Background: an optimization exercise with open tools, aiming at small area, a short achievable clock period and few clock cycles. Do not read the settings as production practice.
Where RTL was checked, it was by simulation tests only, not by an equivalence proof against the original.

## oak
// rpn_stack_evaluator
module rpn_stack_evaluator (
	input  logic                           clk,
	input  logic                           arst_n,
	input  logic                           s_tvalid,
	output logic                           s_tready,
	input  logic [rse_pkg::SYM_W-1:0]      s_tdata,    
	input  logic                           s_tlast,
	output logic                           m_tvalid,
	input  logic                           m_tready,
	output logic [rse_pkg::WORD_W-1:0]     m_tdata,    
	output logic                           m_tuser     
);
	localparam int W   = rse_pkg::WORD_W;
	localparam int D   = rse_pkg::STACK_DEPTH;
	localparam int CW  = rse_pkg::CNT_W;
	localparam int K   = 7;           
	localparam int R   = D - K;       
	localparam int PHW = 6;
	localparam logic [1:0] S_CH  = 2'd0;
	localparam logic [1:0] S_MUL = 2'd1;
	localparam logic [1:0] S_DIV = 2'd2;
	localparam logic [1:0] C_HOLD = 2'd0;
	localparam logic [1:0] C_WR0  = 2'd1;    
	localparam logic [1:0] C_PUSH = 2'd2;    
	localparam logic [1:0] C_POP  = 2'd3;    
	localparam logic [2:0] V_ACC  = 3'd0;
	localparam logic [2:0] V_ALU  = 3'd1;
	localparam logic [2:0] V_MUL  = 3'd2;
	localparam logic [2:0] V_DIV  = 3'd3;
	localparam logic [2:0] V_KEEP = 3'd4;
	function automatic logic [5:0] blen(input logic [W-1:0] x);
		blen = '0;
		for (int i = 0; i < W; i++) begin
			if (x[i]) begin
				blen = 6'(i + 1);
			end
		end
	endfunction
	function automatic logic [W:0] booth(input logic [2:0] d, input logic [W-1:0] m);
		logic [W-1:0] a;
		logic         n;
		case (d)
			3'b001, 3'b010: begin a = m;                 n = 1'b0; end
			3'b011:         begin a = {m[W-2:0], 1'b0};  n = 1'b0; end
  ...
Size: about 6000 cells after synthesis, roughly 48 I/O pins, roughly 74000 um^2 of cells after synthesis.
clock: 10.0 ns
lec_check: 0
abc_clock_period_in_ps: 4500
cap_margin: 20
core_margin: 2
core_utilization: 40
setup_slack_margin: 5
slew_margin: 20
run.sh (not shown) runs the stock make flow with config.mk's settings and CLKGATE_MAP_FILE= SYNTH_SCRIPT=/design/flow/synth_recipe.tcl, a recipe that flattens the netlist after the stock synthesis.
Setup changes, oak to pine
--- a/flow/design.v
+++ b/flow/design.v
@@ -26,16 +26,17 @@
 	localparam int D   = rse_pkg::STACK_DEPTH;
 	localparam int CW  = rse_pkg::CNT_W;
 	localparam int K   = 7;           
 	localparam int R   = D - K;       
 	localparam int PHW = 6;
 	localparam logic [1:0] S_CH  = 2'd0;
 	localparam logic [1:0] S_MUL = 2'd1;
 	localparam logic [1:0] S_DIV = 2'd2;
+	localparam logic [1:0] S_DNORM = 2'd3;
 	localparam logic [1:0] C_HOLD = 2'd0;
 	localparam logic [1:0] C_WR0  = 2'd1;    
 	localparam logic [1:0] C_PUSH = 2'd2;    
 	localparam logic [1:0] C_POP  = 2'd3;    
 	localparam logic [2:0] V_ACC  = 3'd0;
 	localparam logic [2:0] V_ALU  = 3'd1;
 	localparam logic [2:0] V_MUL  = 3'd2;
 	localparam logic [2:0] V_DIV  = 3'd3;
@@ -111,16 +112,17 @@
 	logic          drop_n;
 	logic          pend_n;
 	logic          err_n;
 	logic [1:0]    st_n;
 	logic          mul_setup;
 	logic          div_setup;
 	logic          mul_step;
 	logic          div_step;
+	logic          div_norm;
 	logic [W-1:0]  alu_res;
 	logic [W-1:0]  acc_x;
 	logic [W-1:0]  acc_d;
 	logic [W-1:0]  acc_res;
 	logic [W-1:0]  t0_new;
 	logic [W:0]    pp0;
 	logic [W:0]    pp1;
 	logic [W-1:0]  mul_sum;
@@ -198,16 +200,17 @@
 		pend_n    = pend;
 		err_n     = err;
 		st_n      = st;
 		spill     = 1'b0;
 		mul_setup = 1'b0;
 		div_setup = 1'b0;
 		mul_step  = 1'b0;
 		div_step  = 1'b0;
+		div_norm  = 1'b0;
 		if (go) begin
 			case (st)
 				S_CH: begin
 					if (pend && !pdig) begin
 						if (fill_ok) begin
 							cop     = C_POP;
 							vsel    = V_ALU;
 							alu_sub = 1'b1;
@@ -258,17 +261,17 @@
 								vsel    = V_ALU;
 								alu_sub = pminus;
 								consume = 1'b1;
 							end else if (pstar) begin
 								mul_setup = 1'b1;
 								st_n      = S_MUL;
 							end else begin
 								div_setup = 1'b1;
-								st_n      = S_DIV;
+								st_n      = S_DNORM;
 							end
 						end
 					end else begin
 						in_num_n = 1'b0;
 						drop_n   = 1'b0;
 						neg_n    = 1'b0;
 						consume  = 1'b1;
 					end
@@ -277,16 +280,20 @@
 					mul_step = 1'b1;
 					if (mlast) begin
 						cop     = C_WR0;
 						vsel    = V_MUL;
 						consume = 1'b1;
 						st_n    = S_CH;
 					end
 				end
+				S_DNORM: begin
+					div_norm = 1'b1;
+					st_n     = S_DIV;
+				end
 				default: begin
 					div_step = 1'b1;
 					if (itc == '0) begin
 						cop     = C_WR0;
 						vsel    = V_DIV;
 						err_n   = err || dz;
 						consume = 1'b1;
 						st_n    = S_CH;
@@ -315,21 +322,23 @@
 		end else if (mul_step) begin
 			wm    <= {wm[W-4:0], 4'b0000};
 			wn    <= {{4{wn[W-1]}}, wn[W-1:4]};
 			wz    <= mul_sum;
 			nb    <= wn[3];
 			mlast <= (&wn[W-1:7]) || !(|wn[W-1:7]);
 		end else if (div_setup) begin
 			wn  <= abs_a;
-			wm  <= {1'b0, abs_b} << dk;
+			wm  <= {1'b0, abs_b};
 			wz  <= '0;
 			itc <= dk;
 			qs  <= t1m[W-1] ^ t0m[W-1];
 			dz  <= bz;
+		end else if (div_norm) begin
+			wm <= wm << itc;
 		end else if (div_step) begin
 			if (ge) begin
 				wn <= trial[W-1:0];
 			end
 			wm  <= {1'b0, wm[W:1]};
 			wz  <= qv;
 			itc <= itc - 6'd1;
 		end
Notes after the runs:
- pine: done, clean on timing, DRC and antenna
- [compare] base=oak new=pine: leftover overflow at the end of global routing saw little to no change; wire length on met1 saw a decrease; summed area of non-filler cells in the final layout saw a decrease; die area saw a decrease; number of setup buffers added after CTS saw a decrease.
- Comparing oak and pine, the lower non-clock buffer contribution to total cell area is on pine.
- Of oak and pine, the lower slack of the worst reg-to-reg path belongs to oak.
- Area of the mapped netlist ended up 0.38% lower on pine than on oak.
- In the tables for oak and pine, aggregate routed wire length reads higher with oak.
- Compared to oak, pine has global-route usage 2.1 points lower.
- Looking only at post-placement cell area, and setting everything else aside, the higher value of oak and pine goes to oak.
Testbench counts of pine, summed over its fixed seeds: cycles 45,392.
For oak, only the layout was checked, not whether the RTL still works.

## what the ideal ports hide
How much do the figures lean on ideal ports? The routed layouts below were timed once more, with nothing changed but the port constraints.
Step 1 assumes that a clkbuf_16 drives the clock port and a buf_2 every other input.
Step 2 adds t to the input delays and takes it off the output delays; t is the mean of the earliest and latest rising clock arrival at the registers after step 1. Input paths then give back, and output paths get back, about the clock's delay inside the block.
Three values: ideal, step 1, step 2; two values: the first two.
| run | shift t [ns] | setup slack, ns | worst hold slack (ns) | worst data-port slew with drivers (ns) |
|---|---|---|---|---|
| oak | 0.913 | 4.336 / 4.336 / 4.336 | 0.284 / 0.284 / 0.284 | 0.04 |
| pine | 0.891 | 5.043 / 4.964 / 5.108 | 0.236 / 0.236 / 0.236 | 0.04 |
After both steps every run listed still meets setup and hold.
